What follows belongs to an exercise in optimizing a design on an open flow for small area, a short achievable clock period and few clock cycles per item; a production flow would make more cautious choices. Function was checked by simulation only, so behaviour that the tests miss may differ from the original.

== run A ==
==> flow/design.v <==
`default_nettype none
package msb_pkg;
   localparam int ACTION_WIDTH   = 2;
   localparam int STACK_ID_WIDTH = 2;
   localparam int VALUE_WIDTH    = 32;
   localparam int STATUS_WIDTH   = 2;
   localparam int STACK_SLOTS    = 2 ** STACK_ID_WIDTH;
   localparam int NUM_STACKS_DEFAULT = 4;
   localparam int CAPACITY_DEFAULT   = 16;
   localparam int DATA_WIDTH_DEFAULT = 32;
   typedef enum logic [ACTION_WIDTH-1:0] {
      ACT_PUSH = 2'd0,
      ACT_POP  = 2'd1,
      ACT_PEEK = 2'd2,
      ACT_NOP  = 2'd3
   } action_type;
   typedef enum logic [STATUS_WIDTH-1:0] {
      ST_OK    = 2'd0,
      ST_FULL  = 2'd1,
      ST_EMPTY = 2'd2
   } status_type;
   typedef enum logic {
      PH_IDLE = 1'b0,
      PH_EXEC = 1'b1
   } phase_type;
   typedef struct packed {
      action_type                       action;
      logic [STACK_ID_WIDTH-1:0]        stack_id;
      logic signed [VALUE_WIDTH-1:0]    value;
   } req_type;
   typedef struct packed {
      logic signed [VALUE_WIDTH-1:0]    data;
      status_type                       status;
   } rsp_type;
   typedef struct packed {
      logic start;
      logic out_free;
   } eng_ctrl_type;
   typedef struct packed {
      logic busy;
      logic done;
   } eng_stat_type;
endpackage
`default_nettype wire
`default_nettype none
module msb_ram #(
   parameter int WIDTH = 32,
   parameter int DEPTH = 16
) (
   input  wire logic                       clock,
   input  wire logic [DEPTH-1:0]           wr_en,
   input  wire logic [WIDTH-1:0]           wr_data,
   input  wire logic [DEPTH-1:0]           rd_sel,
   output      logic [WIDTH-1:0]           rd_data
);
   logic [WIDTH-1:0] mem [DEPTH];
   always_ff @(posedge clock) begin
      for (int i = 0; i < DEPTH; i++) begin
         if (wr_en[i]) begin
            mem[i] <= wr_data;
         end
      end
   end
   always_comb begin
      rd_data = '0;
      for (int i = 0; i < DEPTH; i++) begin
         rd_data = rd_data | (mem[i] & {WIDTH{rd_sel[i]}});
      end
   end
endmodule
`default_nettype wire
`default_nettype none
module msb_engine #(
   parameter int NUM_STACKS = msb_pkg::NUM_STACKS_DEFAULT,
   parameter int CAPACITY   = msb_pkg::CAPACITY_DEFAULT,
   parameter int DATA_WIDTH = msb_pkg::DATA_WIDTH_DEFAULT
) (
   input  wire logic                    clock,
   input  wire logic                    reset,
   input  wire logic                    req_valid,
   output      logic                    req_ready,
   input  wire msb_pkg::req_type        req,
   output      logic                    rsp_valid,
   input  wire logic                    rsp_ready,
   output      msb_pkg::rsp_type        rsp
);
   localparam int AW = $clog2(CAPACITY);
   localparam int NS = msb_pkg::STACK_SLOTS;
   logic [AW-1:0]       head_ff [NS];
   logic [NS-1:0]       ne_ff;           
   logic [AW-1:0]       link_ff [CAPACITY];
   logic [CAPACITY-1:0] used_ff;
   logic                rd_valid_ff;
   msb_pkg::status_type rd_status_ff;
   logic [CAPACITY-1:0] rd_sel_ff;       
   logic                main_valid_ff;
   msb_pkg::status_type main_status_ff;
   logic [DATA_WIDTH-1:0] main_data_ff;
   logic                rd_move;
   logic                room;
   logic                take;
   logic                rd_valid_in, main_valid_in;
   logic [CAPACITY-1:0] alloc_oh;
   logic [AW-1:0]       alloc_idx;
   logic                full;
   logic                accept;
   logic [NS-1:0]       sid_oh;
   logic [CAPACITY-1:0] head_oh [NS];
   logic [CAPACITY-1:0] is_self;
   logic [CAPACITY-1:0] top_sel;         
   logic [AW-1:0]       head_s;
   logic [AW-1:0]       below_s;
   logic                last_s;
   logic                ne_s;
   logic                is_push, is_pop, is_rd;
   logic                push_ok, pop_ok;
   msb_pkg::status_type status_new;
   logic [DATA_WIDTH-1:0] rd_data;
   always_comb begin
      alloc_oh  = '0;
      alloc_idx = '0;
      for (int i = CAPACITY - 1; i >= 0; i--) begin
         if (!used_ff[i]) begin
            alloc_oh    = '0;
            alloc_oh[i] = 1'b1;
            alloc_idx   = AW'(i);
         end
      end
      full = &used_ff;
   end
   always_comb begin
      for (int s = 0; s < NS; s++) begin
         for (int i = 0; i < CAPACITY; i++) begin
            head_oh[s][i] = ne_ff[s] && (head_ff[s] == AW'(i)) && (s < NUM_STACKS);
         end
      end
      for (int i = 0; i < CAPACITY; i++) begin
         is_self[i] = (link_ff[i] == AW'(i));
      end
   end
   assign room      = !rd_valid_ff || !main_valid_ff || rsp_ready;
   assign req_ready = room;
   assign accept    = req_valid && room;
   always_comb begin
      for (int s = 0; s < NS; s++) begin
         sid_oh[s] = (req.stack_id == msb_pkg::STACK_ID_WIDTH'(s));
      end
      top_sel = '0;
      for (int s = 0; s < NS; s++) begin
         top_sel = top_sel | (head_oh[s] & {CAPACITY{sid_oh[s]}});
      end
      ne_s    = ne_ff[req.stack_id] && (req.stack_id < msb_pkg::STACK_ID_WIDTH'(NUM_STACKS) || NUM_STACKS >= NS);
      head_s  = head_ff[req.stack_id];
      below_s = '0;
      for (int i = 0; i < CAPACITY; i++) begin
         below_s = below_s | (link_ff[i] & {AW{top_sel[i]}});
      end
      last_s  = |(top_sel & is_self);
   end
   assign is_push = (req.action == msb_pkg::ACT_PUSH);
   assign is_pop  = (req.action == msb_pkg::ACT_POP);
   assign is_rd   = (req.action == msb_pkg::ACT_POP) || (req.action == msb_pkg::ACT_PEEK);
   assign push_ok = is_push && !full && (req.stack_id < msb_pkg::STACK_ID_WIDTH'(NUM_STACKS) || NUM_STACKS >= NS);
   assign pop_ok  = is_pop && ne_s;
   always_comb begin
      if (is_push && !push_ok) begin
         status_new = msb_pkg::ST_FULL;
      end else if (is_rd && !ne_s) begin
         status_new = msb_pkg::ST_EMPTY;
      end else begin
         status_new = msb_pkg::ST_OK;
      end
   end
   always_ff @(posedge clock) begin
      if (reset) begin
         used_ff <= '0;
         ne_ff   <= '0;
      end else if (accept) begin
         if (push_ok) begin
            used_ff <= used_ff | alloc_oh;
            ne_ff[req.stack_id] <= 1'b1;
         end
         if (pop_ok) begin
            used_ff <= used_ff & ~top_sel;
            ne_ff[req.stack_id] <= !last_s;
         end
      end
   end
   always_ff @(posedge clock) begin
      if (accept) begin
         if (push_ok) begin
            head_ff[req.stack_id] <= alloc_idx;
         end
         if (pop_ok) begin
            head_ff[req.stack_id] <= below_s;
         end
      end
   end
   always_ff @(posedge clock) begin
      for (int i = 0; i < CAPACITY; i++) begin
         if (alloc_oh[i]) begin
            link_ff[i] <= ne_s ? head_s : AW'(i);
         end
      end
   end
   assign take    = main_valid_ff && rsp_ready;
   assign rd_move = rd_valid_ff && (!main_valid_ff || rsp_ready);
   always_comb begin
      rd_valid_in   = accept || (rd_valid_ff && !rd_move);
      main_valid_in = rd_move || (main_valid_ff && !take);
   end
   always_ff @(posedge clock) begin
      if (reset) begin
         rd_valid_ff   <= 1'b0;
         main_valid_ff <= 1'b0;
      end else begin
         rd_valid_ff   <= rd_valid_in;
         main_valid_ff <= main_valid_in;
      end
   end
   always_ff @(posedge clock) begin
      if (accept) begin
         rd_status_ff <= status_new;
         rd_sel_ff    <= top_sel & {CAPACITY{is_rd}};
      end
   end
   always_ff @(posedge clock) begin
      if (!main_valid_ff || rsp_ready) begin
         main_status_ff <= rd_status_ff;
         main_data_ff   <= rd_data;
      end
   end
   msb_ram #(
      .WIDTH (DATA_WIDTH),
      .DEPTH (CAPACITY)
   ) u_data_ram (
      .clock   (clock),
      .wr_en   (alloc_oh & {CAPACITY{room}}),
      .wr_data (req.value[DATA_WIDTH-1:0]),
      .rd_sel  (rd_sel_ff),
      .rd_data (rd_data)
   );
   assign rsp_valid  = main_valid_ff;
   assign rsp.status = main_status_ff;
   assign rsp.data   = msb_pkg::VALUE_WIDTH'(main_data_ff);
endmodule
`default_nettype wire
`default_nettype none
module multi_stack_shared_buffer_core #(
   parameter int NUM_STACKS = msb_pkg::NUM_STACKS_DEFAULT,
   parameter int CAPACITY   = msb_pkg::CAPACITY_DEFAULT,
   parameter int DATA_WIDTH = msb_pkg::DATA_WIDTH_DEFAULT
) (
   input  wire logic        clock,
   input  wire logic        reset,
   input  wire logic        req_tvalid,
   output      logic        req_tready,
   input  wire logic [31:0] req_tdata,    
   input  wire logic [3:0]  req_tuser,    
   output      logic        rsp_tvalid,
   input  wire logic        rsp_tready,
   output      logic [31:0] rsp_tdata,    
   output      logic [1:0]  rsp_tuser     
);
   msb_pkg::req_type req;
   msb_pkg::rsp_type rsp;
   assign req.action   = msb_pkg::action_type'(req_tuser[1:0]);
   assign req.stack_id = req_tuser[3:2];
   assign req.value    = req_tdata;
   msb_engine #(
      .NUM_STACKS (NUM_STACKS),
      .CAPACITY   (CAPACITY),
      .DATA_WIDTH (DATA_WIDTH)
   ) u_engine (
      .clock     (clock),
      .reset     (reset),
      .req_valid (req_tvalid),
      .req_ready (req_tready),
      .req       (req),
      .rsp_valid (rsp_tvalid),
      .rsp_ready (rsp_tready),
      .rsp       (rsp)
   );
   assign rsp_tdata = rsp.data;
   assign rsp_tuser = rsp.status;
endmodule
`default_nettype wire
==> flow/config.mk <==
export PLATFORM = sky130hd
export DESIGN_NAME = multi_stack_shared_buffer_core
export DESIGN_NICKNAME = multi_stack_shared_buffer_core
export VERILOG_FILES = /design/flow/design.v
export SDC_FILE = /design/flow/constraint.sdc
export NUM_CORES = 4
export LEC_CHECK = 0
export CAP_MARGIN = 20
export CORE_MARGIN = 2
export CORE_UTILIZATION = 70
export CTS_BUF_LIST = sky130_fd_sc_hd__clkbuf_16
export CTS_CLUSTER_DIAMETER = 70
export CTS_CLUSTER_SIZE = 24
export SETUP_SLACK_MARGIN = 2.5
export SLEW_MARGIN = 20
export TNS_END_PERCENT = 0
==> flow/constraint.sdc <==
create_clock -name core_clock -period 4.0 [get_ports {clock}]
set_input_delay 0.8000 -clock core_clock [delete_from_list [all_inputs] [get_ports {clock}]]
set_output_delay 0.8000 -clock core_clock [all_outputs]
set_load 0.01 [all_outputs]
standard.sh (not shown) runs the stock make flow with config.mk's settings and CLKGATE_MAP_FILE= SYNTH_SCRIPT=/design/flow/synth_recipe.tcl, a recipe that flattens the netlist after the stock synthesis.
==> flow/flow/run.sh <==
#!/bin/bash
export BUFFER_PORTS_ARGS="-buffer_cell sky130_fd_sc_hd__buf_2"
export CTS_ARGS="-sink_clustering_enable -repair_clock_nets -dont_use_dummy_load -buf_list sky130_fd_sc_hd__clkbuf_16 -sink_clustering_size 24 -sink_clustering_max_diameter 70"
bash standard.sh > standard.log 2>&1
Testbench counts of run A, summed over its fixed seeds: cycles 8,016, items 8,000.
Edits applied to the flow inputs when going from run A to run P:
diff --git a/flow/design.v b/flow/design.v
--- a/flow/design.v
+++ b/flow/design.v
@@ -103,12 +103,13 @@
    logic [CAPACITY-1:0] alloc_oh;
    logic [AW-1:0]       alloc_idx;
    logic                full;
    logic                accept;
    logic [NS-1:0]       sid_oh;
    logic [CAPACITY-1:0] head_oh [NS];
+   logic [CAPACITY-1:0] top_any;         
    logic [CAPACITY-1:0] is_self;
    logic [CAPACITY-1:0] top_sel;         
    logic [AW-1:0]       head_s;
    logic [AW-1:0]       below_s;
    logic                last_s;
    logic                ne_s;
@@ -128,13 +129,13 @@
       end
       full = &used_ff;
    end
    always_comb begin
       for (int s = 0; s < NS; s++) begin
          for (int i = 0; i < CAPACITY; i++) begin
-            head_oh[s][i] = ne_ff[s] && (head_ff[s] == AW'(i)) && (s < NUM_STACKS);
+            head_oh[s][i] = (head_ff[s] == AW'(i)) && (s < NUM_STACKS);
          end
       end
       for (int i = 0; i < CAPACITY; i++) begin
          is_self[i] = (link_ff[i] == AW'(i));
       end
    end
@@ -142,23 +143,24 @@
    assign req_ready = room;
    assign accept    = req_valid && room;
    always_comb begin
       for (int s = 0; s < NS; s++) begin
          sid_oh[s] = (req.stack_id == msb_pkg::STACK_ID_WIDTH'(s));
       end
-      top_sel = '0;
+      top_any = '0;
       for (int s = 0; s < NS; s++) begin
-         top_sel = top_sel | (head_oh[s] & {CAPACITY{sid_oh[s]}});
+         top_any = top_any | (head_oh[s] & {CAPACITY{sid_oh[s]}});
       end
       ne_s    = ne_ff[req.stack_id] && (req.stack_id < msb_pkg::STACK_ID_WIDTH'(NUM_STACKS) || NUM_STACKS >= NS);
+      top_sel = top_any & {CAPACITY{ne_s}};
       head_s  = head_ff[req.stack_id];
       below_s = '0;
       for (int i = 0; i < CAPACITY; i++) begin
-         below_s = below_s | (link_ff[i] & {AW{top_sel[i]}});
-      end
-      last_s  = |(top_sel & is_self);
+         below_s = below_s | (link_ff[i] & {AW{top_any[i]}});
+      end
+      last_s  = |(top_any & is_self);
    end
    assign is_push = (req.action == msb_pkg::ACT_PUSH);
    assign is_pop  = (req.action == msb_pkg::ACT_POP);
    assign is_rd   = (req.action == msb_pkg::ACT_POP) || (req.action == msb_pkg::ACT_PEEK);
    assign push_ok = is_push && !full && (req.stack_id < msb_pkg::STACK_ID_WIDTH'(NUM_STACKS) || NUM_STACKS >= NS);
    assign pop_ok  = is_pop && ne_s;
Findings:
register to register as the start-to-end type of the worst setup path was reported by run P, and primary input to register by run A. Pre-CTS setup slack in run P vs run A: up 0.13 ns. Synthesized area: run A vs run P, no meaningful difference. Run comparison: run P critical-path cell with the highest stage delay sky130_fd_sc_hd__edfxtp_1; run A critical-path cell with the highest stage delay sky130_fd_sc_hd__o31a_1. Comparing run P and run A, the higher layout overhead on the synthesized area is on run A. What run A reported for routed wire length has to be multiplied by 0.928 to get the figure for run P. Run P vs. run A: count of plain and timing-repair buffers in the layout decreased about 9%, fmax increased 1.1%, data required time of the critical path increased 0.12 ns.
Testbench counts of run P, summed over its fixed seeds: cycles 8,016, items 8,000.

==> static timing again, ports no longer ideal <==
The results above use ideal ports. As a check the final layouts listed here were re-extracted and re-timed, cells and wires unchanged. Step 1: set_driving_cell puts a clkbuf_16 on clock and a buf_2 on each other input, an assumption about the parent block. Step 2 times the ports against the registers' clock, not the clock port: input delays grow and output delays shrink by t, the midpoint of the rising clock arrivals with the driver on. Three values: ideal ports, drivers, drivers and shift; two values: the first two.
run	t, ns	slack for setup (ns)	worst register clock-pin slew, ns	worst data-port slew with drivers (ns)
run A	0.574	1.572 / 1.563 / 0.989	0.10 / 0.10	0.08
run P	0.573	1.598 / 1.598 / 1.036	0.09 / 0.09	0.09
After both steps every run listed still meets setup and hold. For run A, which loses most, drivers alone change the setup slack by -0.009 ns; drivers and shift together by -0.583 ns.
